This design comes from an exercise in tuning for small area and a short achievable clock period on the open sky130 flow, not from production work. Where RTL was checked, it was by simulation tests only, not by an equivalence proof against the original. For runs 1 to 4, only the layout was checked, not whether the RTL still works. Power figures rest on the tool's default switching activity, not on a simulated workload.

--- flow/config.mk ---
export PLATFORM = sky130hd
export DESIGN_NAME = pu_net
export DESIGN_NICKNAME = pu_net
export VERILOG_FILES = /design/flow/design.v
export SDC_FILE = /design/flow/constraint.sdc
export NUM_CORES = 4
export LEC_CHECK = 0
export ABC_CLOCK_PERIOD_IN_PS = 2500
export CAP_MARGIN = 20
export CORE_MARGIN = 2
export CORE_UTILIZATION = 40
export SETUP_SLACK_MARGIN = 5
export SLEW_MARGIN = 20
--- flow/constraint.sdc ---
create_clock -name core_clock -period 10.0 [get_ports {clk}]
set_input_delay 2.0000 -clock core_clock [delete_from_list [all_inputs] [get_ports {clk}]]
set_output_delay 2.0000 -clock core_clock [all_outputs]
set_load 0.01 [all_outputs]
--- flow/design.v ---
`default_nettype none
package pu_bus_pkg;
    localparam int attr_width       = 4;  
    localparam int attr_invalid_bit = 0;  
    typedef logic [attr_width-1:0] attr_t;
endpackage
`default_nettype wire
`default_nettype none
package pu_ctrl_pkg;
    typedef enum logic [2:0] {
        src_none  = 3'd0,  
        src_ext   = 3'd1,  
        src_mult  = 3'd2,
        src_accum = 3'd3,
        src_fram  = 3'd4
    } src_e;
    typedef enum logic [2:0] {
        dst_none  = 3'd0,  
        dst_mult  = 3'd1,
        dst_accum = 3'd2,
        dst_fram  = 3'd3,
        dst_ext   = 3'd4   
    } dst_e;
    typedef struct packed {
        src_e       src;
        dst_e       dst;
        logic       sel;   
        logic [1:0] addr;  
        logic       last;  
    } instr_t;
    localparam logic [2:0] SRC_NONE  = 3'd0;
    localparam logic [2:0] SRC_EXT   = 3'd1;
    localparam logic [2:0] SRC_MULT  = 3'd2;
    localparam logic [2:0] SRC_ACCUM = 3'd3;
    localparam logic [2:0] SRC_FRAM  = 3'd4;
    localparam logic [2:0] DST_NONE  = 3'd0;
    localparam logic [2:0] DST_MULT  = 3'd1;
    localparam logic [2:0] DST_ACCUM = 3'd2;
    localparam logic [2:0] DST_FRAM  = 3'd3;
    localparam logic [2:0] DST_EXT   = 3'd4;
    localparam int instr_width = 10;  
endpackage
`default_nettype wire
`timescale 1ns/1ps
`default_nettype none
import pu_bus_pkg::*;
module pu_multiplier
#(
    parameter int DATA_WIDTH = 32
) (
    input  wire logic                  clk,
    input  wire logic                  rst,
    input  wire logic                  signal_wr,
    input  wire logic                  signal_sel,
    input  wire logic [DATA_WIDTH-1:0] bus_q_data,    
    input  wire logic [attr_width-1:0] bus_q_attr,
    input  wire logic                  signal_oe,
    output logic      [DATA_WIDTH-1:0] data_out,
    output logic [attr_width-1:0]      attr_out
);
    localparam int HALF = DATA_WIDTH / 2;
    localparam int NPP  = HALF / 2;
    logic            sel_q;        
    logic            capture;      
    logic            arg1_pend;    
    logic [NPP-1:0]  b_one, b_two, b_neg;
    logic            arg1_bad;
    logic            arg0_bad;
    logic            has_result;
    logic [DATA_WIDTH-1:0] res_s, res_c;
    logic            result_inv;
    logic [DATA_WIDTH-1:0] pp_s, pp_c;
    function automatic logic fits_half(input logic [DATA_WIDTH-1:0] value);
        logic [HALF:0] top;
        top = value[DATA_WIDTH-1:HALF-1];
        fits_half = (&top) || !(|top);
    endfunction
    always_ff @(posedge clk) begin
        if (rst) begin
            sel_q     <= 1'b0;
            capture   <= 1'b0;
            arg1_pend <= 1'b0;
        end else begin
            if (signal_wr) sel_q <= signal_sel;
            capture   <= signal_wr && !signal_sel && sel_q;  
            arg1_pend <= signal_wr && signal_sel;
        end
    end
    always_ff @(posedge clk) begin
        if (arg1_pend) begin
            for (int i = 0; i < NPP; i++) begin
                logic b2, b1, b0;
                b2 = bus_q_data[2*i+1];
                b1 = bus_q_data[2*i];
                b0 = (i == 0) ? 1'b0 : bus_q_data[2*i-1];
                b_one[i] <= b1 ^ b0;
                b_two[i] <= (b2 & !b1 & !b0) | (!b2 & b1 & b0);
                b_neg[i] <= b2;
            end
            arg1_bad <= bus_q_attr[attr_invalid_bit] || !fits_half(bus_q_data);
        end
    end
    assign arg0_bad = bus_q_attr[attr_invalid_bit] || !fits_half(bus_q_data);
    always_comb begin
        logic [DATA_WIDTH-1:0] row [NPP+1];
        logic [HALF-1:0]       a;
        logic [HALF:0]         m, x;
        logic [DATA_WIDTH-1:0] s1, c1, s2, c2, s3, c3, s4, c4, s5, c5, s6, c6;
        a = bus_q_data[HALF-1:0];
        row[NPP] = 32'haaab_0000;
        for (int i = 0; i < NPP; i++) begin
            m = ({(HALF+1){b_one[i]}} & {a[HALF-1], a}) | ({(HALF+1){b_two[i]}} & {a, 1'b0});
            x = m ^ {(HALF+1){b_neg[i]}};
            row[i] = DATA_WIDTH'({!x[HALF], x[HALF-1:0]}) << (2*i);
            row[NPP][2*i] = b_neg[i];
        end
        s1 = row[0] ^ row[1] ^ row[2];
        c1 = ((row[0] & row[1]) | (row[0] & row[2]) | (row[1] & row[2])) << 1;
        s2 = row[3] ^ row[4] ^ row[5];
        c2 = ((row[3] & row[4]) | (row[3] & row[5]) | (row[4] & row[5])) << 1;
        s3 = row[6] ^ row[7] ^ row[8];
        c3 = ((row[6] & row[7]) | (row[6] & row[8]) | (row[7] & row[8])) << 1;
        s4 = s1 ^ c1 ^ s2;
        c4 = ((s1 & c1) | (s1 & s2) | (c1 & s2)) << 1;
        s5 = c2 ^ s3 ^ c3;
        c5 = ((c2 & s3) | (c2 & c3) | (s3 & c3)) << 1;
        s6 = s4 ^ c4 ^ s5;
        c6 = ((s4 & c4) | (s4 & s5) | (c4 & s5)) << 1;
        pp_s = s6 ^ c6 ^ c5;
        pp_c = ((s6 & c6) | (s6 & c5) | (c6 & c5)) << 1;
    end
    always_ff @(posedge clk) begin
        if (rst) begin
            has_result <= 1'b0;
        end else if (capture) begin
            has_result <= 1'b1;
        end
    end
    always_ff @(posedge clk) begin
        if (capture) begin
            res_s      <= pp_s;
            res_c      <= pp_c;
            result_inv <= arg0_bad || arg1_bad;
        end
    end
    logic rd;
    assign rd       = signal_oe && has_result;
    assign data_out = rd ? res_s + res_c : '0;
    assign attr_out = rd ? {{(attr_width-1){1'b0}}, result_inv} : '0;
endmodule
`default_nettype wire
`timescale 1ns/1ps
`default_nettype none
import pu_bus_pkg::*;
module pu_accum
#(
    parameter int DATA_WIDTH = 32
) (
    input  wire logic                  clk,
    input  wire logic                  rst,
    input  wire logic                  signal_wr,
    input  wire logic                  signal_sel,
    input  wire logic [DATA_WIDTH-1:0] bus_q_data,    
    input  wire logic [attr_width-1:0] bus_q_attr,
    input  wire logic                  signal_oe,
    output logic      [DATA_WIDTH-1:0] data_out,
    output logic [attr_width-1:0]      attr_out
);
    logic [DATA_WIDTH-1:0] acc;
    logic                  acc_inv;
    logic                  pend_load, pend_add;
    logic [DATA_WIDTH-1:0] sum, acc_now;
    logic                  overflow, inv_now;
    assign sum = acc + bus_q_data;
    assign overflow = (acc[DATA_WIDTH-1] == bus_q_data[DATA_WIDTH-1])
                      && (sum[DATA_WIDTH-1] != acc[DATA_WIDTH-1]);
    always_comb begin
        if (pend_add) begin
            acc_now = sum;
            inv_now = acc_inv || overflow || bus_q_attr[attr_invalid_bit];
        end else if (pend_load) begin
            acc_now = bus_q_data;
            inv_now = bus_q_attr[attr_invalid_bit];
        end else begin
            acc_now = acc;
            inv_now = acc_inv;
        end
    end
    always_ff @(posedge clk) begin
        if (rst) begin
            acc       <= '0;
            acc_inv   <= 1'b0;
            pend_load <= 1'b0;
            pend_add  <= 1'b0;
        end else begin
            acc       <= acc_now;
            acc_inv   <= inv_now;
            pend_load <= signal_wr && !signal_sel;
            pend_add  <= signal_wr && signal_sel;
        end
    end
    assign data_out = signal_oe ? acc_now : '0;
    assign attr_out = signal_oe ? {{(attr_width-1){1'b0}}, inv_now} : '0;
endmodule
`default_nettype wire
`timescale 1ns/1ps
`default_nettype none
import pu_bus_pkg::*;
module pu_fram
#(
    parameter int DATA_WIDTH = 32
) (
    input  wire logic                  clk,
    input  wire logic                  rst,
    input  wire logic                  signal_wr,
    input  wire logic [1:0]            signal_addr,
    input  wire logic [DATA_WIDTH-1:0] data_in,
    input  wire logic [attr_width-1:0] attr_in,
    input  wire logic                  signal_oe,
    output logic      [DATA_WIDTH-1:0] data_out,
    output logic [attr_width-1:0]      attr_out
);
    logic [DATA_WIDTH-1:0] words [4];
    logic [attr_width-1:0] attrs [4];
    logic [3:0]            full;
    logic                  rd;
    for (genvar i = 0; i < 4; i++) begin : g_word
        always_ff @(posedge clk) begin
            if (signal_wr && (signal_addr == 2'(i))) begin
                words[i] <= data_in;
                attrs[i] <= attr_in;  
            end
        end
    end
    always_ff @(posedge clk) begin
        if (rst) begin
            full <= '0;
        end else if (signal_wr) begin
            full[signal_addr] <= 1'b1;
        end
    end
    assign rd       = signal_oe && full[signal_addr];
    assign data_out = rd ? words[signal_addr] : '0;
    assign attr_out = rd ? attrs[signal_addr] : '0;
endmodule
`default_nettype wire
`timescale 1ns/1ps
`default_nettype none
import pu_ctrl_pkg::*;
module pu_sequencer
#(
    parameter int PROG_DEPTH = 16
) (
    input  wire logic                          clk,
    input  wire logic                          rst,
    input  wire logic                          prog_we,
    input  wire logic [$clog2(PROG_DEPTH)-1:0] prog_addr,
    input  wire logic [instr_width-1:0]        prog_data,
    input  wire logic                          start,
    output logic                               s_ext,    
    output logic                               s_mult,
    output logic                               s_accum,
    output logic                               s_fram,
    output logic                               d_mult,
    output logic                               d_accum,
    output logic                               d_fram,
    output logic                               d_out,
    output logic                               sel,
    output logic [1:0]                         addr,
    output logic                               busy,
    output logic                               done
);
    localparam int PC_WIDTH = $clog2(PROG_DEPTH);
    logic [instr_width-1:0] prog_mem [PROG_DEPTH];
    logic [PC_WIDTH-1:0]    fa;       
    logic                   last;
    logic                   we_ok;
    logic                   fwd;
    logic                   go;
    logic [instr_width-1:0] fw;
    logic [11:0]            dec_mem, dec_new, dec;
    assign we_ok = prog_we && !busy;
    always_ff @(posedge clk) begin
        if (we_ok) begin
            prog_mem[prog_addr] <= prog_data;
        end
    end
    function automatic logic [11:0] decode(input logic [instr_width-1:0] w);
        logic [2:0] src, dst;
        src = w[9:7];
        dst = w[6:4];
        decode = {src == SRC_EXT, src == SRC_MULT, src == SRC_ACCUM, src == SRC_FRAM,
                  dst == DST_MULT, dst == DST_ACCUM, dst == DST_FRAM, dst == DST_EXT,
                  w[3], w[2:1], w[0]};
    endfunction
    assign fwd     = we_ok && (prog_addr == '0);
    assign dec_mem = decode(prog_mem[fa]);
    assign dec_new = decode(prog_data);
    assign go      = busy ? !last : start;
    assign dec     = go ? (fwd ? dec_new : dec_mem) : '0;
    always_ff @(posedge clk) begin
        if (rst) begin
            busy <= 1'b0;
            done <= 1'b0;
            fa   <= '0;
            {s_ext, s_mult, s_accum, s_fram, d_mult, d_accum, d_fram, d_out,
             sel, addr, last} <= '0;
        end else begin
            busy <= go;
            done <= last;
            fa   <= go ? fa + 1'b1 : '0;
            {s_ext, s_mult, s_accum, s_fram, d_mult, d_accum, d_fram, d_out,
             sel, addr, last} <= dec;
        end
    end
endmodule
`default_nettype wire
`timescale 1ns/1ps
`default_nettype none
import pu_bus_pkg::*;
import pu_ctrl_pkg::*;
module pu_net
#(
    parameter int DATA_WIDTH = 32,
    parameter int PROG_DEPTH = 16
) (
    input  wire logic                          clk,
    input  wire logic                          rst,
    input  wire logic                          prog_we,
    input  wire logic [$clog2(PROG_DEPTH)-1:0] prog_addr,
    input  wire logic [instr_width-1:0]        prog_data,
    input  wire logic                          start,
    input  wire logic [DATA_WIDTH-1:0]         in_data,
    input  wire logic [attr_width-1:0]         in_attr,
    output logic                               in_take,
    output logic                               out_valid,
    output logic      [DATA_WIDTH-1:0]         out_data,
    output logic [attr_width-1:0]              out_attr,
    output logic                               busy,
    output logic                               done
);
    logic                  s_ext, s_mult, s_accum, s_fram;
    logic                  d_mult, d_accum, d_fram, d_out;
    logic                  sel;
    logic [1:0]            addr;
    logic [DATA_WIDTH-1:0] mult_data, accum_data, fram_data, bus_data;
    logic [attr_width-1:0] mult_attr, accum_attr, fram_attr, bus_attr;
    logic [DATA_WIDTH-1:0] bus_q_data;
    logic [attr_width-1:0] bus_q_attr;
    pu_sequencer #(
        .PROG_DEPTH(PROG_DEPTH)
    ) i_pu_sequencer (
        .clk, .rst, .prog_we, .prog_addr, .prog_data, .start,
        .s_ext, .s_mult, .s_accum, .s_fram, .d_mult, .d_accum, .d_fram, .d_out,
        .sel, .addr, .busy, .done
    );
    assign in_take = s_ext;
    assign bus_data = (s_ext ? in_data : '0) | mult_data | accum_data | fram_data;
    assign bus_attr = (s_ext ? in_attr : '0) | mult_attr | accum_attr | fram_attr;
    always_ff @(posedge clk) begin
        bus_q_data <= bus_data;
        bus_q_attr <= bus_attr;
    end
    assign out_data = bus_q_data;
    assign out_attr = bus_q_attr;
    always_ff @(posedge clk) begin
        if (rst) begin
            out_valid <= 1'b0;
        end else begin
            out_valid <= d_out;
        end
    end
    pu_multiplier #(.DATA_WIDTH(DATA_WIDTH)) i_pu_multiplier (
        .clk, .rst, .signal_wr(d_mult), .signal_sel(sel),
        .bus_q_data, .bus_q_attr, .signal_oe(s_mult),
        .data_out(mult_data), .attr_out(mult_attr)
    );
    pu_accum #(.DATA_WIDTH(DATA_WIDTH)) i_pu_accum (
        .clk, .rst, .signal_wr(d_accum), .signal_sel(sel),
        .bus_q_data, .bus_q_attr, .signal_oe(s_accum),
        .data_out(accum_data), .attr_out(accum_attr)
    );
    pu_fram #(.DATA_WIDTH(DATA_WIDTH)) i_pu_fram (
        .clk, .rst, .signal_wr(d_fram), .signal_addr(addr),
        .data_in(bus_data), .attr_in(bus_attr), .signal_oe(s_fram),
        .data_out(fram_data), .attr_out(fram_attr)
    );
endmodule
`default_nettype wire
--- flow/run.sh ---
#!/bin/bash
# synth_recipe.tcl (not shown) runs the flow's synth.tcl, then flattens the netlist and writes it again
# the make line also repeats each setting of config.mk as NAME=value (left out here)
make -C /OpenROAD-flow-scripts/flow DESIGN_CONFIG=/design/flow/config.mk WORK_HOME=/design/flow/orfs CLKGATE_MAP_FILE= SYNTH_SCRIPT=/design/flow/synth_recipe.tcl finish
==> results of run 1 <==
## worst register-to-register path, cell delays in order (launching register included)
cell	delay, ns
dfxtp_1	1.07
ha_1	0.41
nand3_1	0.15
a2111oi_2	0.44
o2111ai_1	0.26
a31oi_1	0.32
o22ai_1	0.14
mux2_1	0.32
or4_1	0.57
## layer usage
metal  wire, um  part of all wire, %
met3       5288                  7.6
met5          0                    0
met2      31460                   45
met4       1521                  2.2
met1      31210                   45
## area by class of cell
cell class                 count  area [um2]
clock inverter                25       219.0
sequential                   488       13680
timing repair buffer         129        1205
clock buffer                  72        1426
fill                        5769       35780
inverter                      96       360.3
tap                          864        1081
multi-input combinational   1304       11990
## synthesized netlist by cell type, drive strengths merged, types with 4 or more instances
| master | count | area, um2 |
|---|---|---|
| a211o | 5 | 43.79 |
| a211oi | 13 | 97.59 |
| a21o | 25 | 187.7 |
| a21oi | 64 | 320.3 |
| a221oi | 5 | 43.79 |
| a222oi | 24 | 240.2 |
| a22o | 4 | 35.03 |
| a22oi | 122 | 915.9 |
| a311o | 4 | 40.04 |
| a311oi | 5 | 61.31 |
| a31o | 4 | 35.03 |
| a31oi | 13 | 81.33 |
| a41oi | 5 | 51.30 |
| and2 | 18 | 112.6 |
| and3 | 9 | 56.30 |
| buf | 37 | 167.6 |
| clkbuf | 108 | 405.4 |
| dfxtp | 98 | 1962 |
| edfxtp | 390 | 11710 |
| fa | 85 | 1702 |
| ha | 116 | 1451 |
| inv | 94 | 352.8 |
| mux2 | 13 | 146.4 |
| mux2i | 30 | 300.3 |
| mux4 | 87 | 1959 |
| nand2 | 116 | 435.4 |
| nand2b | 14 | 87.58 |
| nand3 | 26 | 130.1 |
| nand4 | 10 | 62.56 |
| nor2 | 103 | 386.6 |
| nor2b | 10 | 62.56 |
| nor3 | 15 | 75.07 |
| nor3b | 6 | 45.04 |
| nor4 | 7 | 43.79 |
| o211ai | 6 | 45.04 |
| o21a | 5 | 38.79 |
| o21ai | 68 | 344.1 |
| o21bai | 6 | 45.04 |
| o221ai | 16 | 140.1 |
| o22ai | 8 | 50.05 |
| o31ai | 7 | 71.32 |
| or2 | 5 | 31.28 |
| xnor2 | 90 | 788.3 |
| xor2 | 108 | 945.9 |
## registers in the layout (all words and copies together) (netlist names), 2 cells and up
name                     cells
i_pu_sequencer.prog_mem    160
i_pu_fram.words            128
bus_q_data                  32
i_pu_accum.acc              32
i_pu_multiplier.res_s       32
i_pu_multiplier.res_c       28
i_pu_fram.attrs             16
i_pu_multiplier.b_neg        8
i_pu_multiplier.b_one        8
i_pu_multiplier.b_two        8
bus_q_attr                   4
i_pu_fram.full               4
i_pu_sequencer.fa            4
i_pu_sequencer.addr          2
## cell families after synthesis
| group | synth area share (%) |
|---|---|
| buffers and inverters | 3.512 |
| flip-flops | 51.45 |
| multiplexers | 9.053 |
| AO/OA/AOI/OAI | 11.41 |
| AND/OR/NAND/NOR | 6.186 |
| adder cells (fa/ha/maj) | 11.86 |
| XOR/XNOR | 6.525 |
## where the power goes
part	leakage (uW)	internal, uW	switching (uW)
logic	0.00524	149	187
registers	0.00438	2210	14.0
clock network	0.000789	1010	833
total	0.0104	3370	1030
## stage by stage
stage	setup WS (ns)	utilization, %	hold WS, ns	std cells
after global routing	5.531	45.58	0.4662	2978
after floorplan	5.729	-	0.4135	2033
final	5.594	45.58	0.4318	2978
after global placement	5.646	43.04	0.4143	2879
after detailed placement	5.562	43.04	0.4238	2879
after CTS	5.448	45.54	0.4337	2976
## worst max-delay path by stage
stage | from | endpoint | cells past startpoint
after floorplan | i_pu_sequencer.addr[0] | i_pu_fram.attrs[0][0] | 4
after global placement | prog_we | i_pu_sequencer.d_fram | 9
after detailed placement | prog_we | i_pu_sequencer.s_fram | 8
after CTS | bus_q_data[10] | out_data[10] | 1
after global routing | bus_q_data[12] | out_data[12] | 1
final | bus_q_data[12] | out_data[12] | 1
==> reports/summary.txt, run 1 <==
Yosys reg bits -> 488
final-report setup violation count -> 0
Hold Path Class -> reg2reg
Power Dens Cells -> 147.1 mW/mm2
reg2reg setup slack -> 6.04 ns
met3 Usage GRT -> 3.800%
worst r2r path cells -> 8
root buffer cell -> clkbuf_16
Synth Area per Inst -> 13.07 um2
Max-slew headroom -> 17.96%
outcome -> finished clean
CP Cell Sequence -> clkdlybuf4s50_1
Routed WL -> 69490 um
TritonCTS Buffers -> 52
worst vdd ir -> 132.2 uV
met1 usage -> 29.18%
register area share after synthesis -> 51.45%
Leak -> 0.01041 uW
clk latency of the worst-skew pair -> 0.63 ns
Die X -> 261.8 um
PortBufs -> 93
total track usage -> 20.35%
final setup TNS -> 0 ns
most frequent cells in the layout -> 390 x edfxtp_1, 122 x a22oi_1, 116 x nand2_1, 116 x ha_1, 108 x xor2_1
PostCTS Resize Cnt -> 0
total power -> 4408 uW
Worst Hold End -> i_pu_multiplier.capture
kind of critical path -> reg2out
DR vias -> 17240
Ys Warns -> 8
fin area -> 0.02997 mm2
routed len/inst -> 23.33 um
worst-margin pin slew -> 1.226 ns
CTS clock-pin slew for the worst setup and hold paths -> 0.06 ns
Die ar. -> 0.06852 mm2
Final period util -> 44.06%
n_diodes -> 0
Top FF cell, synth -> edfxtp_1
Rows -> 94
CTS tree -> yes
CTS Hold Bufs -> 0
DP HPWL -> 46420 um
element type at the critical path end -> output port
number of H-tree levels -> 2
most used routing layer -> met2
commonest non-fill, non-tap cell in the layout -> edfxtp_1
Area after DPL -> 0.02830 mm2
slowest cell delay on critical path -> 1.07 ns
final period demand of the worst path -> 4.406 ns
CORE AREA -> 0.06575 mm2
mapped cell area -> 0.02658 mm2
largest fanout on the critical path -> 22
r2r startpoint -> bus_q_data[12]
CP bufs+invs -> 1
Critical Path AT -> 2.41 ns
Post-CTS Setup Bufs -> 0
Bufs on Longest Clock Path -> 3
CP startpoint kind -> flip-flop
area grow syn2layout -> 12.76%
Sink Count -> 488
Mapped Cells -> 2033
maxcap violations -> 0
clk_skew -> 0.03798 ns
Crit path max-delay family -> flip-flops
Worst path slowest cell -> dfxtp_1
net count after synthesis -> 2288
largest net degree at the start of global routing -> 63
GR Overflow Total -> 0
first-pass GRT wire length -> 105900 um
initial antenna violation count -> 0
EDFF count, synth -> 390
Final Wtd Congestion -> 0.9055
io pins -> 94
vias per cell -> 5.790
Hold Vio Cnt, Final -> 0
final net count -> 2326
RSZ-0062 raised after global routing -> no
Hold Path Origin -> i_pu_multiplier.sel_q
Post-synth ARST share -> 0%
GRT met2 Usage -> 31.62%
worst hold stages -> 2
DRT antenna net count -> 0
Pre-antenna DRT Iters -> 8
Starting Density -> 40.42%
reg2reg end -> i_pu_fram.words[1][29]
Slew Limit Fails -> 0
Worst EP required -> 8.00 ns
vias in the first global route -> 17400
Residual DRC -> 0
DR iter-0 viols -> 1679
share of cells above drive strength 1 -> 11.73%
Netlist cell types -> 74
Die Height -> 261.8 um
upper clock frequency limit -> 226.9 MHz
==> run 2: changes to the inputs <==
--- a/flow/config.mk
+++ b/flow/config.mk
@@ -7,3 +7,2 @@
 export LEC_CHECK = 0
-export ABC_CLOCK_PERIOD_IN_PS = 2500
 export CAP_MARGIN = 20
@@ -11,3 +10,2 @@
 export CORE_UTILIZATION = 40
-export SETUP_SLACK_MARGIN = 5
 export SLEW_MARGIN = 20
==> run 2 against run 1 <==
Sequential power barely moved. Wire length unchanged. Worst hold slack is the same. Clock-buffer cell count did not move. Sequential share of layout area unchanged. Total power stayed put. Utilization did not move. Via count did not move. Non-clock buffer count did not move. Combinational power is essentially flat. Synthesized cell count unchanged. Setup slack stayed put. Highest routed layer unchanged.
==> reports/summary.txt, run 2 <==
Most flops, register -> i_pu_sequencer.prog_mem
cell taking the most area after synthesis -> edfxtp_1
Flop pwr share -> 50.6% (about the same)
fillers -> 5769 (unchanged)
Internal Pwr Total -> 3375 uW (unchanged)
Hold Path Origin -> i_pu_multiplier.sel_q
Residual DRC -> 0 (unchanged)
outcome -> finished clean
RSZ-0062 raised after global routing -> no
area grow syn2layout -> 12.76% (unchanged)
Final Wtd Congestion -> 0.9055 (unchanged)
Netlist cell types -> 74 (unchanged)
DR iter-0 viols -> 1679 (unchanged)
reg2reg setup slack -> 6.04 ns (about the same)
Final period util -> 44.06% (unchanged)
Starting Density -> 40.42% (unchanged)
maxcap violations -> 0 (unchanged)
DRT antenna net count -> 0 (unchanged)
Slew Limit Fails -> 0 (unchanged)
Die X -> 261.8 um (unchanged)
EDFF count, synth -> 390 (unchanged)
vias in the first global route -> 17400 (unchanged)
kind of critical path -> reg2out
commonest non-fill, non-tap cell in the layout -> edfxtp_1
area of the multi-input gates -> 0.01199 mm2 (unchanged)
Worst path slowest cell -> dfxtp_1
first-pass GRT wire length -> 105900 um (unchanged)
io pins -> 94 (unchanged)
Bufs on Longest Clock Path -> 3 (unchanged)
power share of the combinational group -> 7.6% (about the same)
flip-flop and latch area -> 0.01368 mm2 (unchanged)
final-report setup violation count -> 0 (unchanged)
register area share after synthesis -> 51.45% (unchanged)
Rows -> 94 (unchanged)
mapped cell area -> 0.02658 mm2 (unchanged)
GR Overflow Total -> 0 (unchanged)
clock power share -> 41.8% (about the same)
top-count cell post-synth -> edfxtp_1
Area contributors post-synth -> edfxtp_1 44%, dfxtp_1 7.4%, mux4_2 7.4%
DP HPWL -> 46420 um (unchanged)
CP Cell Sequence -> clkdlybuf4s50_1
largest net degree at the start of global routing -> 63 (unchanged)
Min Hold Slack -> 0.4318 ns (unchanged)
worst-margin pin slew -> 1.226 ns (unchanged)
total track usage -> 20.35% (unchanged)
net count after synthesis -> 2288 (unchanged)
CTS Hold Bufs -> 0 (unchanged)
PostCTS Resize Cnt -> 0 (unchanged)
Worst Hold End -> i_pu_multiplier.capture
worst hold stages -> 2 (unchanged)
largest fanout on the critical path -> 22 (unchanged)
fin worst setup slack -> 5.594 ns (unchanged)
biggest regs -> i_pu_sequencer.prog_mem (160), i_pu_fram.words (128)
Synth Area per Inst -> 13.07 um2 (unchanged)
Routed WL -> 69490 um (unchanged)
Power Dens Cells -> 147.1 mW/mm2 (unchanged)
Sink Count -> 488 (unchanged)
CTS tree -> yes
Max-slew headroom -> 17.96% (unchanged)
Leak -> 0.01041 uW (unchanged)
Hold Vio Cnt, Final -> 0 (unchanged)
reg2reg end -> i_pu_fram.words[1][29]
post-synth top area share -> 44.07% (unchanged)
switching share of power -> 23.44% (unchanged)
top cells by instance count after synthesis -> 390 x edfxtp_1, 122 x a22oi_1, 116 x ha_1, 116 x nand2_1
CORE AREA -> 0.06575 mm2 (unchanged)
Worst EP required -> 8.00 ns (about the same)
most frequent cells in the layout -> 390 x edfxtp_1, 122 x a22oi_1, 116 x nand2_1, 116 x ha_1, 108 x xor2_1
upper clock frequency limit -> 226.9 MHz (unchanged)
Mapped Cells -> 2033 (unchanged)
DR vias -> 17240 (unchanged)
clk_skew -> 0.03798 ns (unchanged)
final setup TNS -> 0 ns (unchanged)
routed len/inst -> 23.33 um (unchanged)
CP bufs+invs -> 1 (unchanged)
Ys Warns -> 8 (unchanged)
worst vdd ir -> 132.2 uV (unchanged)
Non-Filler Instances -> 2978 (unchanged)
pre-CTS setup slack -> 5.562 ns (unchanged)
max reg flops -> 160 (unchanged)
slowest cell delay on critical path -> 1.07 ns (about the same)
clk latency of the worst-skew pair -> 0.63 ns (about the same)
final period demand of the worst path -> 4.406 ns (unchanged)
initial antenna violation count -> 0 (unchanged)
Critical Path AT -> 2.41 ns (about the same)
fin area -> 0.02997 mm2 (unchanged)
CP startpoint kind -> flip-flop
r2r startpoint -> bus_q_data[12]
Area after DPL -> 0.02830 mm2 (unchanged)
Pre-antenna DRT Iters -> 8 (unchanged)
Top FF cell, synth -> edfxtp_1
element type at the critical path end -> output port
TritonCTS Buffers -> 52 (unchanged)
number of H-tree levels -> 2 (unchanged)
Hold Path Class -> reg2reg
worst r2r path cells -> 8 (unchanged)
Post-CTS Setup Bufs -> 0 (unchanged)
root buffer cell -> clkbuf_16
Die ar. -> 0.06852 mm2 (unchanged)
final net count -> 2326 (unchanged)
Die Height -> 261.8 um (unchanged)
placed cell count -> 2879 (unchanged)
PortBufs -> 93 (unchanged)
n_diodes -> 0 (unchanged)
vias per cell -> 5.790 (unchanged)
Psw -> 1033 uW (unchanged)
share of cells above drive strength 1 -> 11.73% (unchanged)
Post-synth ARST share -> 0% (unchanged)
Yosys reg bits -> 488 (unchanged)
Crit path max-delay family -> flip-flops
CTS clock-pin slew for the worst setup and hold paths -> 0.06 ns (about the same)
## run 2: cell counts after synthesis
No cell type changed its count.
## run 2: final cells by class
| type | count | area share [%] |
|---|---|---|
| clock buffers | 72 | 4.760 |
| clock inverters | 25 | 0.7306 |
| inverters | 96 | 1.202 |
| multi-input cells | 1304 | 40.02 |
| flip-flops and latches | 488 | 45.66 |
| well taps | 864 | 3.607 |
| repair buffers | 129 | 4.021 |
## run 2: logic make-up (layout without fill, tap and decap cells)
group           after synthesis  count (layout)  synth area share, %
compound gates              422             422                11.41
buf+inv                     241             322                3.512
simple gates                353             353                6.186
fa+ha+maj                   201             201                11.86
xor+xnor                    198             198                6.525
flops                       488             488                51.45
mux                         130             130                9.053
## run 2: power by group through the flow
stage / combinational [uW] / clock (uW) / sequential, uW
2_1_floorplan: 213 / 0 / 2270
3_3_place_gp: 329 / 0 / 2270
3_5_place_dp: 339 / 0 / 2270
4_1_cts: 340 / 1880 / 2230
5_1_grt: 375 / 1960 / 2230
6_report: 336 / 1840 / 2230
## run 2: how the worst max path moves through the flow
stage	start	to	depth (start not counted)
after floorplan	i_pu_sequencer.addr[0]	i_pu_fram.attrs[0][0]	4
after global placement	prog_we	i_pu_sequencer.d_fram	9
after detailed placement	prog_we	i_pu_sequencer.s_fram	8
after CTS	bus_q_data[10]	out_data[10]	1
after global routing	bus_q_data[12]	out_data[12]	1
final	bus_q_data[12]	out_data[12]	1
## run 2: through the flow
stage | total power, uW | utilization, %
floorplan | 2479 | -
global placement | 2600 | 43.04
detailed placement | 2610 | 43.04
CTS | 4448 | 45.54
global route | 4562 | 45.58
finish | 4408 | 45.58
## run 2: routing by layer
| layer | GRT usage (%) | wire [um] | share of wire, % |
|---|---|---|---|
| met5 | 0 | 0 | 0 |
| met1 | 29.18 | 31210 | 45 |
| met3 | 3.800 | 5288 | 7.6 |
| met4 | 5.824 | 1521 | 2.2 |
| met2 | 31.62 | 31460 | 45 |
==> run 3: changes to the inputs <==
==> flow/flow/run.sh (new file) <==
#!/bin/bash
# Standard layout, with repair_timing aiming for a larger setup slack margin.
set -euo pipefail
bash standard.sh finish SETUP_SLACK_MARGIN=6.5 > standard_flow.log 2>&1
==> flow/standard.sh (new file) <==
#!/bin/bash
# synth_recipe.tcl (not shown) runs the flow's synth.tcl, then flattens the netlist and writes it again
# the make line also repeats each setting of config.mk as NAME=value (left out here)
make -C /OpenROAD-flow-scripts/flow DESIGN_CONFIG=/design/flow/config.mk WORK_HOME=/design/flow/orfs CLKGATE_MAP_FILE= SYNTH_SCRIPT=/design/flow/synth_recipe.tcl "${@:-finish}"
removed: flow/run.sh
==> run 3 against run 2 <==
Critical path depth rose by 3. Die area did not move. Sequential share of layout area fell by 2.0 points. Highest routed layer unchanged.
==> reports/summary.txt, run 3 <==
outcome -> finished clean
mapped cell area -> 0.02658 mm2 (unchanged)
first-pass GRT wire length -> 111200 um (+5.0%)
Hold Path Origin -> i_pu_multiplier.sel_q
Mapped Cells -> 2033 (unchanged)
Die ar. -> 0.06852 mm2 (unchanged)
XOR/XNOR Fraction of Synth Area -> 6.525% (unchanged)
Hold Path Class -> reg2reg
final period demand of the worst path -> 3.536 ns (-0.8703 ns)
Power Dens Cells -> 144.3 mW/mm2 (-1.9%)
kind of critical path -> in2reg
Die Height -> 261.8 um (unchanged)
CP bufs+invs -> 1 (unchanged)
Worst EP required -> 10.24 ns (+2.24 ns)
TritonCTS Buffers -> 51 (-1.9%)
area grow syn2layout -> 18.54%
top-count cell post-synth -> edfxtp_1
DRT antenna net count -> 0 (unchanged)
Critical Path AT -> 3.78 ns (+1.37 ns)
post-synthesis simple-gate area fraction -> 6.186% (unchanged)
vias per cell -> 5.852 (+1.1%)
maxcap violations -> 0 (unchanged)
net count after synthesis -> 2288 (unchanged)
final net count -> 2410 (+3.6%)
initial antenna violation count -> 0 (unchanged)
io pins -> 94 (unchanged)
PortBufs -> 93 (unchanged)
biggest regs -> i_pu_sequencer.prog_mem (160), i_pu_fram.words (128)
Max-slew headroom -> 27.60% (+9.6 points)
uppermost routed layer -> met4
Leak -> 0.01124 uW (+7.9%)
Sink Count -> 488 (unchanged)
Netlist cell types -> 74 (unchanged)
Critical Path Start -> prog_we
Residual DRC -> 0 (unchanged)
RSZ-0062 raised after global routing -> yes
DR iter-0 viols -> 1571 (-6.4%)
worst-margin pin slew -> 1.086 ns (-0.1402 ns)
Adder-Cell Fraction of Synth Area -> 11.86% (unchanged)
largest net degree at the start of global routing -> 62 (-1.6%)
total track usage -> 21.51% (+1.2 points)
multiplexer share of the synthesized area -> 9.053% (unchanged)
slowest cell delay on critical path -> 0.68 ns (-0.39 ns)
Final period util -> 35.36% (-8.7 points)
Post-synth ARST share -> 0% (unchanged)
share of cells above drive strength 1 -> 18.43% (+6.7 points)
Top FF cell, synth -> edfxtp_1
CTS clock-pin slew for the worst setup and hold paths -> 0.06 ns (about the same)
Area contributors post-synth -> edfxtp_1 44%, dfxtp_1 7.4%, mux4_2 7.4%
CTS tree -> yes
upper clock frequency limit -> 282.8 MHz (+25%)
M1 wire length -> 32560 um (+4.3%)
largest family of logic cells by synthesized area -> adder cells
Hold Vio Cnt, Final -> 0 (unchanged)
Most flops, register -> i_pu_sequencer.prog_mem
DP HPWL -> 46950 um (+1.1%)
EDFF count, synth -> 390 (unchanged)
GR Overflow Total -> 0 (unchanged)
Final Core Density -> 47.92% (+2.3 points)
met3 WL -> 5586 um (+5.6%)
Final Wtd Congestion -> 0.9191 (+1.5%)
worst vdd ir -> 131.1 uV (-0.84%)
vias in the first global route -> 18010 (+3.5%)
r2r startpoint -> bus_q_data[0]
Ys Warns -> 8 (unchanged)
post-synth top area share -> 44.07% (unchanged)
Slew Limit Fails -> 0 (unchanged)
clk_skew -> 0.03616 ns (-0.001826 ns)
Synth Area per Inst -> 13.07 um2 (unchanged)
Yosys reg bits -> 488 (unchanged)
Routed WL -> 74520 um (+7.2%)
Worst path slowest cell -> nor3_2
register area share after synthesis -> 51.45% (unchanged)
CTS Hold Bufs -> 0 (unchanged)
met2 wire len -> 33900 um (+7.8%)
CP startpoint kind -> input port
CORE AREA -> 0.06575 mm2 (unchanged)
commonest non-fill, non-tap cell in the layout -> edfxtp_1
DR vias -> 17930 (+3.9%)
Rows -> 94 (unchanged)
total power -> 4547 uW (+3.1%)
Pre-antenna DRT Iters -> 7 (-1)
fillers -> 5731 (-0.66%)
post-synthesis compound-gate area fraction -> 11.41% (unchanged)
Die X -> 261.8 um (unchanged)
CP Cell Sequence -> clkdlybuf4s50_1 > nand2b_1 > or3b_2 > nor3_2
routed len/inst -> 24.33 um (+4.3%)
root buffer cell -> clkbuf_16
most frequent cells in the layout -> 390 x edfxtp_1, 121 x a22oi_1, 115 x ha_1
clk latency of the worst-skew pair -> 0.62 ns (about the same)
Crit path max-delay family -> simple AND/OR/NAND/NOR gates
number of H-tree levels -> 2 (unchanged)
final-report setup violation count -> 0 (unchanged)
cell taking the most area after synthesis -> edfxtp_1
final setup TNS -> 0 ns (unchanged)
element type at the critical path end -> flip-flop
Starting Density -> 40.42% (unchanged)
largest fanout on the critical path -> 10 (-55%)
Bufs on Longest Clock Path -> 3 (unchanged)
max reg flops -> 160 (unchanged)
top cells by instance count after synthesis -> 390 x edfxtp_1, 122 x a22oi_1, 116 x ha_1, 116 x nand2_1
run 3: what timing repair did:
item,CTS,global route
gates resized for setup,144,42
buffers inserted,46,38
gates cloned,5,2
endpoints found under the setup margin,220,159
pin swaps,1,9
run 3: cells by family (layout without fill, tap and decap cells):
kind of cell,count (synthesis),after routing
multiplexers,130,130
other,0,1
flip-flops,488,488
AO/OA/AOI/OAI,422,422
adder cells (fa/ha/maj),201,201
buffers and inverters,241,406
XOR/XNOR,198,198
AND/OR/NAND/NOR,353,353
run 3: stage by stage:
step / instance area, um2 / instances / setup WS, ns / hold WS [ns]
final: 31500 / 3063 / 6.464 / 0.4416
after global routing: 31500 / 3062 / 6.410 / 0.4587
after CTS: 30990 / 3022 / 6.487 / 0.4438
after detailed placement: 28280 / 2875 / 5.555 / 0.4329
after global placement: 28280 / 2875 / 5.636 / 0.4306
after floorplan: 26590 / 2033 / 6.504 / 0.4135
run 3: worst paths after layout:
check	endpoint	slack [ns]	cells after the start
min reg2reg	i_pu_multiplier.capture	0.44	2
max reg2reg	i_pu_fram.words[3][30]	6.57	11
max	i_pu_sequencer.prog_mem[8][0]	6.46	4
min	i_pu_multiplier.capture	0.44	2
run 3: final cells by class:
cell class	count	area, um2	share of cell area (%)
Tap cell	864	1081	3.431
Clock inverter	26	314.1	0.9969
Clock buffer	70	1440	4.571
Timing Repair Buffer	214	2335	7.411
Multi-Input combinational cell	1304	12190	38.69
Inverter	96	381.6	1.211
Sequential cell	488	13760	43.68
Antenna cell	1	2.502	0.007943
run 3: worst reg2reg max path: cells and delay by family, from the launching register on:
kind / cells / cell delay (ns)
AOI/OAI and AO/OA: 6 / 1.63
xor gates and xnor gates: 1 / 0.20
adders and majority gates: 2 / 0.64
buffers and inverters: 1 / 0.16
DFF: 1 / 0.32
and+or+nand+nor: 1 / 0.16
run 3: power by group:
| group | total, uW | internal [uW] | leakage [uW] | switching (uW) |
|---|---|---|---|---|
| sequential | 2220 | 2210 | 0.00440 | 12.0 |
| clock | 1970 | 1150 | 0.000859 | 817 |
| combinational | 357 | 159 | 0.00598 | 198 |
run 3: per-layer routing:
layer	GRT usage, %	vias up
li1	-	7910
met1	30.56	9128
met2	33.74	744
met3	3.231	143
met4	7.513	0
met5	0	-
==> run 4: changes to the inputs <==
==> flow/flow/run.sh (replaced) <==
#!/bin/bash
# Standard layout, with repair_timing aiming for a larger setup slack margin.
set -euo pipefail
bash standard.sh finish SETUP_SLACK_MARGIN=7.3 > standard_flow.log 2>&1
==> run 4 against run 3 <==
Wire length up 8.2%. Synthesized area unchanged. Setup slack better by 0.18 ns. Sequential cell count unchanged. Critical path type is now reg2reg.
==> reports/summary.txt, run 4 <==
Residual DRC -> 0 (unchanged)
largest family of logic cells by synthesized area -> adder cells
Post-synth ARST share -> 0% (unchanged)
most used routing layer -> met2
GRT met2 Usage -> 36.66% (+2.9 points)
CTS clock-pin slew for the worst setup and hold paths -> 0.06 ns (about the same)
vias per cell -> 5.820 (-0.55%)
r2r startpoint -> i_pu_multiplier.b_one[5]
Critical Path AT -> 3.68 ns (-0.10 ns)
Mapped Cells -> 2033 (unchanged)
commonest non-fill, non-tap cell in the layout -> edfxtp_1
worst r2r path cells -> 9 (-2)
final setup TNS -> 0 ns (unchanged)
DP HPWL -> 47830 um (+1.9%)
Sink Count -> 488 (unchanged)
outcome -> finished clean
RSZ-0062 raised after global routing -> yes
Hold Vio Cnt, Final -> 0 (unchanged)
top-count cell post-synth -> edfxtp_1
Bufs on Longest Clock Path -> 3 (unchanged)
reg2reg end -> i_pu_multiplier.res_s[19]
Hold Path Origin -> i_pu_multiplier.sel_q
initial antenna violation count -> 1 (+1)
slowest cell delay on critical path -> 0.56 ns (-0.12 ns)
Power Dens Cells -> 131.6 mW/mm2 (-8.8%)
CTS Hold Bufs -> 0 (unchanged)
maxcap violations -> 0 (unchanged)
Worst EP required -> 10.33 ns (+0.09 ns)
Die Height -> 261.8 um (unchanged)
TritonCTS Buffers -> 50 (-2.0%)
net count after synthesis -> 2288 (unchanged)
post-synthesis simple-gate area fraction -> 6.186% (unchanged)
pre-CTS setup slack -> 5.791 ns (+0.2359 ns)
post-synth top area share -> 44.07% (unchanged)
mapped cell area -> 0.02658 mm2 (unchanged)
share of cells above drive strength 1 -> 38.43% (+20 points)
element type at the critical path end -> flip-flop
Most flops, register -> i_pu_sequencer.prog_mem
multiplexer share of the synthesized area -> 9.053% (unchanged)
Hold Path Class -> reg2reg
Die X -> 261.8 um (unchanged)
DR iter-0 viols -> 1753 (+12%)
cell taking the most area after synthesis -> edfxtp_1
Slew Limit Fails -> 0 (unchanged)
met1 usage -> 32.15% (+1.6 points)
fin worst setup slack -> 6.648 ns (+0.1844 ns)
most frequent cells in the layout -> 390 x edfxtp_1, 154 x buf_4, 97 x xor2_1
critical path's most frequent cell -> fa_2
DR vias -> 18670 (+4.1%)
CP Cell Sequence -> buf_12 > buf_4 > a22oi_2 > xor2_1 > fa_2 > fa_2 > fa_1 > inv_1 > fa_2
register area share after synthesis -> 51.45% (unchanged)
Yosys reg bits -> 488 (unchanged)
placed cell count -> 2866 (-0.31%)
total track usage -> 23.28% (+1.8 points)
Netlist cell types -> 74 (unchanged)
final period demand of the worst path -> 3.352 ns (-0.1844 ns)
number of H-tree levels -> 2 (unchanged)
top cells by instance count after synthesis -> 390 x edfxtp_1, 122 x a22oi_1, 116 x ha_1, 116 x nand2_1
biggest regs -> i_pu_sequencer.prog_mem (160), i_pu_fram.words (128)
Die ar. -> 0.06852 mm2 (unchanged)
Adder-Cell Fraction of Synth Area -> 11.86% (unchanged)
Synth Area per Inst -> 13.07 um2 (unchanged)
Starting Density -> 40.42% (unchanged)
CORE AREA -> 0.06575 mm2 (unchanged)
vias in the first global route -> 19100 (+6.0%)
Critical Path Sink -> i_pu_multiplier.res_s[19]
DRT antenna net count -> 0 (unchanged)
Rows -> 94 (unchanged)
largest net degree at the start of global routing -> 63 (+1.6%)
XOR/XNOR Fraction of Synth Area -> 6.525% (unchanged)
worst-margin pin slew -> 1.208 ns (+0.1218 ns)
EDFF count, synth -> 390 (unchanged)
final net count -> 2555 (+6.0%)
Worst path slowest cell -> fa_2
io pins -> 94 (unchanged)
met3 Usage GRT -> 4.205% (+0.97 points)
GR Overflow Total -> 0 (unchanged)
upper clock frequency limit -> 298.4 MHz (+5.5%)
Non-Filler Instances -> 3207 (+4.7%)
area grow syn2layout -> 32.92%
CP startpoint kind -> flip-flop
kind of critical path -> reg2reg
Routed WL -> 80600 um (+8.2%)
largest fanout on the critical path -> 9 (-1)
Final Core Density -> 53.73% (+5.8 points)
routed len/inst -> 25.13 um (+3.3%)
Top FF cell, synth -> edfxtp_1
first-pass GRT wire length -> 119000 um (+7.0%)
reg2reg setup slack -> 6.65 ns (+0.08 ns)
clk_skew -> 0.04135 ns (+0.005194 ns)
root buffer cell -> clkbuf_16
Critical Path Start -> i_pu_multiplier.b_one[5]
Area contributors post-synth -> edfxtp_1 44%, dfxtp_1 7.4%, mux4_2 7.4%
max reg flops -> 160 (unchanged)
final-report setup violation count -> 0 (unchanged)
post-synthesis compound-gate area fraction -> 11.41% (unchanged)
Final Wtd Congestion -> 0.8772 (-4.6%)
Final period util -> 33.52% (-1.8 points)
worst hold stages -> 2 (unchanged)
CTS tree -> yes
Pre-antenna DRT Iters -> 6 (-1)
Ys Warns -> 8 (unchanged)
Max-slew headroom -> 19.48% (-8.1 points)
Leak -> 0.01251 uW (+11%)
worst vdd ir -> 152.9 uV (+17%)
clk latency of the worst-skew pair -> 0.63 ns (about the same)
PortBufs -> 93 (unchanged)
## run 4: cell counts after synthesis
Identical to the previous run, type by type.
## run 4: critical path, delay by kind of cell (launching register included)
family / cells / cell delay [ns]
XOR/XNOR: 1 / 0.21
AO/OA/AOI/OAI: 1 / 0.16
flip-flops: 1 / 0.41
adder cells (fa/ha/maj): 4 / 1.88
buffers and inverters: 3 / 0.40
## run 4: power by group
group,internal [uW],leakage [uW],switching [uW]
registers,2210,0.00441,12.5
clock network,1160,0.000855,844
logic,194,0.00725,227
## run 4: logic make-up after synthesis
logic type	count (synthesis)
AO/OA/AOI/OAI	422
buffers and inverters	241
AND/OR/NAND/NOR	353
multiplexers	130
XOR/XNOR	198
flip-flops	488
adder cells (fa/ha/maj)	201
## run 4: worst min-delay path by stage
stage / slack (ns) / end
after detailed placement: 0.42 / i_pu_multiplier.capture
after global placement: 0.42 / i_pu_multiplier.capture
after global routing: 0.46 / i_pu_multiplier.capture
after floorplan: 0.41 / i_pu_multiplier.capture
final: 0.44 / i_pu_multiplier.capture
after CTS: 0.44 / i_pu_multiplier.capture
## run 4: per-stage QoR
| step | hold WS [ns] | instance area (um2) | power [uW] |
|---|---|---|---|
| floorplan | 0.4135 | 27760 | 2497 |
| detailed placement | 0.4165 | 28830 | 2630 |
| global placement | 0.4154 | 28830 | 2621 |
| CTS | 0.4400 | 34380 | 4661 |
| finish | 0.4408 | 35330 | 4649 |
| global route | 0.4592 | 35330 | 4794 |
## run 4: cell type report
cell class                 instances  area, um2
antenna                            1      2.502
clock buffer                      60       1319
clock inverter                    34      454.2
fill                            5275      30420
inverter                          96      396.6
multi-input combinational       1304      14210
sequential                       488      13810
tap                              864       1081
timing repair buffer             360       4048
## run 4: repair_timing
action                     CTS  global route
hold endpoints to repair     0             0
setup endpoints to repair  462           405
pin swaps                  147           121
buffers inserted           210            31
gates resized for setup    552           148
cloned                       5             0
## run 4: layer usage
layer  vias up  routed length, um
li1       8197                  -
met1      9661              34270
met2       673              37430
met3       134               5923
met4         0               2984
met5         -                  0
==> run 5: changes to the inputs <==
--- a/flow/design.v
+++ b/flow/design.v
@@ -273,3 +273,3 @@
     localparam int PC_WIDTH = $clog2(PROG_DEPTH);
-    logic [instr_width-1:0] prog_mem [PROG_DEPTH];
+    logic [7:0]             prog_mem [PROG_DEPTH];
     logic [PC_WIDTH-1:0]    fa;       
@@ -279,3 +279,2 @@
     logic                   go;
-    logic [instr_width-1:0] fw;
     logic [11:0]            dec_mem, dec_new, dec;
@@ -284,5 +283,31 @@
         if (we_ok) begin
-            prog_mem[prog_addr] <= prog_data;
+            prog_mem[prog_addr] <= pack(prog_data);
         end
     end
+    function automatic logic [7:0] pack(input logic [instr_width-1:0] w);
+        logic [2:0] src, dst;
+        logic       src_f, dst_f;
+        logic [1:0] s2, d2, u, v;
+        src   = w[9:7];
+        dst   = w[6:4];
+        src_f = (src == SRC_FRAM);
+        dst_f = (dst == DST_FRAM);
+        s2    = src[2] ? 2'd0 : src[1:0];
+        d2    = {(dst == DST_ACCUM) || (dst == DST_EXT), (dst == DST_MULT) || (dst == DST_EXT)};
+        u     = src_f ? d2 : s2;
+        v     = (src_f || dst_f) ? w[2:1] : d2;
+        pack  = {w[0], w[3], src_f, dst_f, u, v};
+    endfunction
+    function automatic logic [11:0] unpack(input logic [7:0] c);
+        logic       src_f, dst_f;
+        logic [1:0] u, v, d2;
+        src_f  = c[5];
+        dst_f  = c[4];
+        u      = c[3:2];
+        v      = c[1:0];
+        d2     = src_f ? u : v;
+        unpack = {!src_f && (u == 2'd1), !src_f && (u == 2'd2), !src_f && (u == 2'd3), src_f,
+                  !dst_f && (d2 == 2'd1), !dst_f && (d2 == 2'd2), dst_f, !dst_f && (d2 == 2'd3),
+                  c[6], v, c[7]};
+    endfunction
     function automatic logic [11:0] decode(input logic [instr_width-1:0] w);
@@ -296,3 +321,3 @@
     assign fwd     = we_ok && (prog_addr == '0);
-    assign dec_mem = decode(prog_mem[fa]);
+    assign dec_mem = unpack(prog_mem[fa]);
     assign dec_new = decode(prog_data);
==> flow/flow/run.sh (replaced) <==
#!/bin/bash
# Standard layout; port buffers are buf_2 cells and repair_timing aims for a
# larger setup slack margin.
set -euo pipefail
bash standard.sh finish SETUP_SLACK_MARGIN=6.5 "BUFFER_PORTS_ARGS=-buffer_cell sky130_fd_sc_hd__buf_2" > standard_flow.log 2>&1
==> run 5 against run 4 <==
Sequential cell count down 32. First-iteration DRC count down 7.4%. Combinational power down 7.8%. Clock skew rose by 0.0050 ns. Clock-buffer cell count unchanged. Worst hold slack got worse by 0.0099 ns. Critical path type is now reg2out. Largest power group unchanged. Global-route usage decreased by 3.0 points. Synthesized area fell by 4.1%. Total power decreased by 5.5%. Sequential share of layout area grew 4.3 points. Utilization down 7.1 points. Die area fell by 4.0%.
==> reports/summary.txt, run 5 <==
clock power share -> 43.4% (+0.2 points)
clk latency of the worst-skew pair -> 0.62 ns (about the same)
Critical Path Start -> bus_q_data[1]
Synth Area per Inst -> 12.74 um2 (-2.5%)
io pins -> 94 (unchanged)
RSZ-0062 raised after global routing -> no
Area contributors post-synth -> edfxtp_1 42%, dfxtp_1 7.7%, fa_1 6.7%
Worst path slowest cell -> dfxtp_4
Flop pwr share -> 47.8% (about the same)
element type at the critical path end -> output port
final period demand of the worst path -> 3.430 ns (+0.07805 ns)
Final period util -> 34.30% (+0.78 points)
Top FF cell, synth -> edfxtp_1
most frequent cells in the layout -> 358 x edfxtp_1, 123 x a22oi_1, 115 x ha_1
Final Wtd Congestion -> 0.8872 (+1.1%)
total track usage -> 20.31% (-3.0 points)
largest net degree at the start of global routing -> 60 (-4.8%)
switching share of power -> 23.72% (+0.41 points)
kind of critical path -> reg2out
CTS tree -> yes
root buffer cell -> clkbuf_16
Critical Path AT -> 1.43 ns (-2.25 ns)
TritonCTS Buffers -> 50 (unchanged)
Routed WL -> 67810 um (-16%)
cell taking the most area after synthesis -> edfxtp_1
PortBufs -> 93 (unchanged)
mapped cell area -> 0.02549 mm2 (-4.1%)
register area share after synthesis -> 49.88% (-1.6 points)
Residual DRC -> 0 (unchanged)
routed len/inst -> 22.60 um (-10%)
CTS clock-pin slew for the worst setup and hold paths -> 0.06 ns (about the same)
first-pass GRT wire length -> 104000 um (-13%)
Worst EP required -> 8.00 ns (-2.33 ns)
Pre-antenna DRT Iters -> 6 (unchanged)
Post-synth ARST share -> 0% (unchanged)
CP Cell Sequence -> buf_8 > buf_2
DRT antenna net count -> 0 (unchanged)
DP HPWL -> 44770 um (-6.4%)
final-report setup violation count -> 0 (unchanged)
worst vdd ir -> 196.5 uV (+28%)
Hold Path Class -> reg2reg
Mapped Cells -> 2000 (-1.6%)
slowest cell delay on critical path -> 0.45 ns (-0.11 ns)
final setup TNS -> 0 ns (unchanged)
Die X -> 256.4 um (-2.0%)
top cells by instance count after synthesis -> 358 x edfxtp_1, 123 x a22oi_1, 117 x xor2_1
net count after synthesis -> 2255 (-1.4%)
Hold Path Origin -> i_pu_multiplier.sel_q
Yosys reg bits -> 456 (-6.6%)
Slew Limit Fails -> 0 (unchanged)
post-synth top area share -> 42.18% (-1.9 points)
final net count -> 2368 (-7.3%)
CTS Hold Bufs -> 0 (unchanged)
area grow syn2layout -> 15.31%
power share of the combinational group -> 8.9% (-0.2 points)
upper clock frequency limit -> 291.6 MHz (-2.3%)
vias per cell -> 5.694 (-2.2%)
Starting Density -> 40.40% (about the same)
biggest regs -> i_pu_fram.words (128), i_pu_sequencer.prog_mem (128)
largest fanout on the critical path -> 18 (+9)
n_diodes -> 0 (-1)
vias in the first global route -> 17400 (-8.9%)
Rows -> 92 (-2.1%)
Internal Pwr Total -> 3352 uW (-6.0%)
Sink Count -> 456 (-6.6%)
DR iter-0 viols -> 1624 (-7.4%)
DR vias -> 17080 (-8.5%)
clk_skew -> 0.04636 ns (+0.005010 ns)
Leak -> 0.01082 uW (-13%)
CORE AREA -> 0.06308 mm2 (-4.1%)
share of cells above drive strength 1 -> 19.50% (-19 points)
Bufs on Longest Clock Path -> 3 (unchanged)
worst-margin pin slew -> 1.071 ns (-0.1366 ns)
Netlist cell types -> 81 (+9.5%)
EDFF count, synth -> 358 (-8.2%)
Min Hold Slack -> 0.4309 ns (-0.009887 ns)
number of H-tree levels -> 2 (unchanged)
Power Dens Cells -> 149.5 mW/mm2 (+14%)
maxcap violations -> 0 (unchanged)
Hold Vio Cnt, Final -> 0 (unchanged)
CP startpoint kind -> flip-flop
r2r startpoint -> i_pu_multiplier.res_c[12]
Die ar. -> 0.06575 mm2 (-4.0%)
Psw -> 1043 uW (-3.8%)
Ys Warns -> 8 (unchanged)
initial antenna violation count -> 0 (-1)
Max-slew headroom -> 28.42% (+8.9 points)
commonest non-fill, non-tap cell in the layout -> edfxtp_1
Die Height -> 256.4 um (-2.0%)
top-count cell post-synth -> edfxtp_1
GR Overflow Total -> 0 (unchanged)
outcome -> finished clean
-- run 5: changes by cell type after synthesis, sizes merged, moves of 11 or more --
cell    change
nand3      -12
a21oi      +17
xnor2      -11
nand2      -14
edfxtp     -32
a21o       +13
mux4       -13
nor2b      +14
-- run 5: logic make-up after synthesis --
logic type	after synthesis	synth area share, %
DFF	456	49.88
adders and majority gates	201	12.37
and+or+nand+nor	345	6.535
AOI/OAI and AO/OA	444	12.48
xor gates and xnor gates	196	6.736
buffers and inverters	239	3.633
muxes	119	8.366
-- run 5: critical path, delay by kind of cell, from the launching register on --
| family | cells | cell delay, ns |
|---|---|---|
| buffers and inverters | 2 | 0.36 |
| DFF | 1 | 0.45 |
-- run 5: final timing paths --
kind                            cells past startpoint  slack (ns)                       to
worst max-delay path                                2        6.57              out_data[1]
worst min-delay path                                2        0.43  i_pu_multiplier.capture
worst max register to register                      9        6.62   i_pu_fram.words[0][31]
worst min register to register                      2        0.43  i_pu_multiplier.capture
-- run 5: timing repair --
item                       CTS  global route
resized for setup           28            25
cloned                       0             1
pin swaps                    2             8
buffers inserted            37            37
setup endpoints to repair  133           112
-- run 5: area by class of cell --
cell class | instances | area (um2)
Fill cell | 5710 | 33690
Sequential cell | 456 | 12750
Tap cell | 846 | 1059
Clock buffer | 60 | 1309
Multi-Input combinational cell | 1306 | 12020
Timing Repair Buffer | 197 | 1460
Inverter | 102 | 391.6
Clock inverter | 33 | 400.4
-- run 5: per-layer routing --
layer | vias to the layer above | share of wire [%] | global-route usage (%)
li1 | 7757 | - | -
met1 | 8593 | 44 | 28.10
met2 | 633 | 47 | 32.96
met3 | 100 | 7.2 | 3.826
met4 | 0 | 2.0 | 5.200
met5 | - | 0 | 0
-- run 5: power by group through the flow --
stage / Clock (uW) / Sequential [uW] / Combinational, uW
floorplan: 0 / 2130 / 265
global placement: 0 / 2140 / 378
detailed placement: 0 / 2140 / 387
CTS: 1940 / 2100 / 392
global route: 2020 / 2100 / 439
finish: 1910 / 2100 / 389
-- run 5: stage by stage --
stage / total power, uW / worst slack (ns) / instances / utilization (%) / instance area, um2
floorplan: 2399 / 6.513 / 2000 / - / 25520
detailed placement: 2530 / 5.691 / 2832 / 42.40 / 26740
finish: 4395 / 6.570 / 3000 / 46.59 / 29390
global route: 4560 / 6.491 / 3000 / 46.59 / 29390
CTS: 4435 / 6.500 / 2962 / 45.80 / 28890
global placement: 2519 / 5.719 / 2832 / 42.39 / 26740
==> run 6: changes to the inputs <==
==> flow/flow/run.sh (replaced) <==
#!/bin/bash
# Standard layout; port buffers are buf_2 cells and repair_timing aims for a
# larger setup slack margin.
set -euo pipefail
bash standard.sh finish SETUP_SLACK_MARGIN=7.0 "BUFFER_PORTS_ARGS=-buffer_cell sky130_fd_sc_hd__buf_2" > standard_flow.log 2>&1
==> run 6 against run 5 <==
Largest cell class is now multi-input gates. Largest power group unchanged. Critical path depth rose by 7. Synthesized cell count did not move. Critical path type is now reg2reg. Worst hold slack improved by 0.019 ns. Cell area rose by 11%.
==> reports/summary.txt, run 6 <==
final setup TNS -> 0 ns (unchanged)
Slew Limit Fails -> 0 (unchanged)
number of H-tree levels -> 2 (unchanged)
CP startpoint kind -> flip-flop
upper clock frequency limit -> 296.6 MHz (+1.7%)
element type at the critical path end -> flip-flop
initial antenna violation count -> 1 (+1)
Worst EP required -> 10.33 ns (+2.33 ns)
XOR/XNOR Fraction of Synth Area -> 6.736% (unchanged)
Leak -> 0.01184 uW (+9.5%)
Top FF cell, synth -> edfxtp_1
Die X -> 256.4 um (unchanged)
RSZ-0062 raised after global routing -> yes
post-synth top area share -> 42.18% (unchanged)
register area share after synthesis -> 49.88% (unchanged)
cell taking the most area after synthesis -> edfxtp_1
final net count -> 2502 (+5.7%)
vias in the first global route -> 18500 (+6.3%)
Residual DRC -> 0 (unchanged)
mapped cell area -> 0.02549 mm2 (unchanged)
Area contributors post-synth -> edfxtp_1 42%, dfxtp_1 7.7%, fa_1 6.7%
Bufs on Longest Clock Path -> 3 (unchanged)
post-synthesis simple-gate area fraction -> 6.534% (unchanged)
CTS tree -> yes
Ys Warns -> 8 (unchanged)
Netlist cell types -> 81 (unchanged)
Post-synth ARST share -> 0% (unchanged)
worst vdd ir -> 157.9 uV (-20%)
CORE AREA -> 0.06308 mm2 (unchanged)
vias per cell -> 5.800 (+1.9%)
Mapped Cells -> 2000 (unchanged)
net count after synthesis -> 2255 (unchanged)
DR vias -> 18180 (+6.4%)
final-report setup violation count -> 0 (unchanged)
fillers -> 5409 (-5.3%)
Adder-Cell Fraction of Synth Area -> 12.37% (unchanged)
Yosys reg bits -> 456 (unchanged)
largest net degree at the start of global routing -> 61 (+1.7%)
GR Overflow Total -> 0 (unchanged)
Final Wtd Congestion -> 0.9353 (+5.4%)
Synth Area per Inst -> 12.74 um2 (unchanged)
commonest non-fill, non-tap cell in the layout -> edfxtp_1
TritonCTS Buffers -> 48 (-4.0%)
DRT antenna net count -> 0 (unchanged)
maxcap violations -> 0 (unchanged)
biggest regs -> i_pu_fram.words (128), i_pu_sequencer.prog_mem (128)
area grow syn2layout -> 28.06%
DR iter-0 viols -> 1888 (+16%)
root buffer cell -> clkbuf_16
routed len/inst -> 24.24 um (+7.2%)
post-synthesis compound-gate area fraction -> 12.48% (unchanged)
clk_skew -> 0.03939 ns (-0.006969 ns)
clk latency of the worst-skew pair -> 0.62 ns (about the same)
largest family of logic cells by synthesized area -> compound AO/OA/AOI/OAI gates
DP HPWL -> 46150 um (+3.1%)
CTS Hold Bufs -> 0 (unchanged)
area of the multi-input gates -> 0.01340 mm2 (+11%)
top cells by instance count after synthesis -> 358 x edfxtp_1, 123 x a22oi_1, 117 x xor2_1
flip-flop and latch area -> 0.01286 mm2 (+0.82%)
io pins -> 94 (unchanged)
reg2reg setup slack -> 6.63 ns (about the same)
first-pass GRT wire length -> 114500 um (+10%)
Min Hold Slack -> 0.4501 ns (+0.01924 ns)
most frequent cells in the layout -> 358 x edfxtp_1, 161 x buf_4, 98 x nand2_1
multiplexer share of the synthesized area -> 8.366% (unchanged)
Sink Count -> 456 (unchanged)
pre-CTS setup slack -> 5.992 ns (+0.3009 ns)
Max-slew headroom -> 13.74% (-15 points)
Die Height -> 256.4 um (unchanged)
CTS clock-pin slew for the worst setup and hold paths -> 0.06 ns (about the same)
Routed WL -> 75970 um (+12%)
kind of critical path -> reg2reg
Rows -> 92 (unchanged)
EDFF count, synth -> 358 (unchanged)
Power Dens Cells -> 133.2 mW/mm2 (-11%)
Die ar. -> 0.06575 mm2 (unchanged)
Hold Path Class -> reg2reg
Final period util -> 33.72% (-0.58 points)
total track usage -> 22.73% (+2.4 points)
fin worst setup slack -> 6.628 ns (+0.05768 ns)
worst-margin pin slew -> 1.291 ns (+0.2197 ns)
share of cells above drive strength 1 -> 35.37% (+16 points)
Hold Vio Cnt, Final -> 0 (unchanged)
Starting Density -> 40.40% (unchanged)
Final Core Density -> 51.74% (+5.2 points)
final period demand of the worst path -> 3.372 ns (-0.05768 ns)
outcome -> finished clean
top-count cell post-synth -> edfxtp_1
Pre-antenna DRT Iters -> 7 (+1)
PortBufs -> 93 (unchanged)
Critical Path AT -> 3.70 ns (+2.27 ns)
largest fanout on the critical path -> 8 (-10)
[run 6: cell counts after synthesis]
No cell type changed its count.
[run 6: final timing paths]
check | to | start | cells after the start
worst min register to register | out_valid | i_pu_sequencer.d_out | 1
worst max register to register | i_pu_multiplier.res_s[19] | i_pu_multiplier.b_one[5] | 9
worst min-delay path | out_valid | i_pu_sequencer.d_out | 1
worst max-delay path | i_pu_multiplier.res_s[19] | i_pu_multiplier.b_one[5] | 9
[run 6: through the flow]
stage / instances / area (um2) / total power, uW
after CTS: 3106 / 31740 / 4360
after detailed placement: 2829 / 27020 / 2541
after global routing: 3134 / 32640 / 4508
after global placement: 2829 / 27010 / 2533
final: 3134 / 32640 / 4347
after floorplan: 2000 / 26190 / 2412
[run 6: kinds of logic (layout without fill, tap and decap cells)]
logic type | count (synthesis) | count (layout)
AOI/OAI and AO/OA | 444 | 444
muxes | 119 | 119
DFF | 456 | 456
buffers and inverters | 239 | 525
other | 0 | 1
and+or+nand+nor | 345 | 346
xor gates and xnor gates | 196 | 196
adders and majority gates | 201 | 201
[run 6: critical path, stage by stage, from the launching register on]
cell      delay [ns]
edfxtp_1        0.41
buf_12          0.17
buf_12          0.13
a22oi_2         0.15
xor2_1          0.23
fa_2            0.51
fa_2            0.55
fa_1            0.41
inv_1           0.09
fa_2            0.42
[run 6: power breakdown]
group          total [uW]  switching (uW)  internal [uW]
Sequential           2090            18.6           2080
Combinational         466             253            213
Clock                1790             772           1010
[run 6: repair_timing]
action / 4_1_cts / 5_1_grt
buffers inserted: 180 / 26
gates resized for setup: 260 / 139
pin swaps: 96 / 99
cloned: 7 / 0
setup endpoints to repair: 274 / 226
[run 6: cell type report]
cell class                      count  area share [%]
Antenna cell                        1        0.007667
Clock buffer                       70           4.305
Clock inverter                     20          0.6172
Inverter                          102           1.211
Multi-Input combinational cell   1306           41.05
Sequential cell                   456           39.39
Tap cell                          846           3.243
Timing Repair Buffer              333           10.17
[run 6: routing by layer]
layer,GRT usage (%),wire [um]
met1,31.49,32250
met2,36.84,35830
met3,3.114,5242
met4,7.736,2645
met5,0,0

==> port drivers added, routing unchanged <==
The flow's constraints put no driver on any port. The routed layouts listed below were extracted and timed again, unchanged, in two steps.
Step 1 assumes that a clkbuf_16 drives the clock port and a buf_2 every other input.
Step 2 times the ports against the registers' clock, not the clock port: input delays grow and output delays shrink by t, the midpoint of the rising clock arrivals with the driver on.
a / b / c = no drivers / after step 1 / after step 2; a / b = the first two.
run | t (ns) | slack for setup (ns) | worst hold slack (ns) | worst register clock-pin slew, ns | worst data-port slew with drivers (ns)
run 1 | 0.673 | 5.594 / 5.533 / 5.523 | 0.432 / 0.432 / 0.432 | 0.06 / 0.06 | 0.06
run 2 | 0.673 | 5.594 / 5.533 / 5.523 | 0.432 / 0.432 / 0.432 | 0.06 / 0.06 | 0.06
run 3 | 0.663 | 6.464 / 6.464 / 5.828 | 0.442 / 0.442 / 0.442 | 0.07 / 0.07 | 0.05
run 4 | 0.670 | 6.648 / 6.648 / 6.212 | 0.441 / 0.441 / 0.441 | 0.07 / 0.07 | 0.10
run 5 | 0.654 | 6.570 / 6.511 / 6.143 | 0.431 / 0.431 / 0.431 | 0.07 / 0.07 | 0.07
run 6 | 0.665 | 6.628 / 6.628 / 6.392 | 0.450 / 0.450 / 0.450 | 0.06 / 0.06 | 0.09
After both steps setup and hold are still met in every run listed. The setup slack of run 3, which loses most, moves by 0.000 ns with the drivers and by -0.636 ns with both steps.
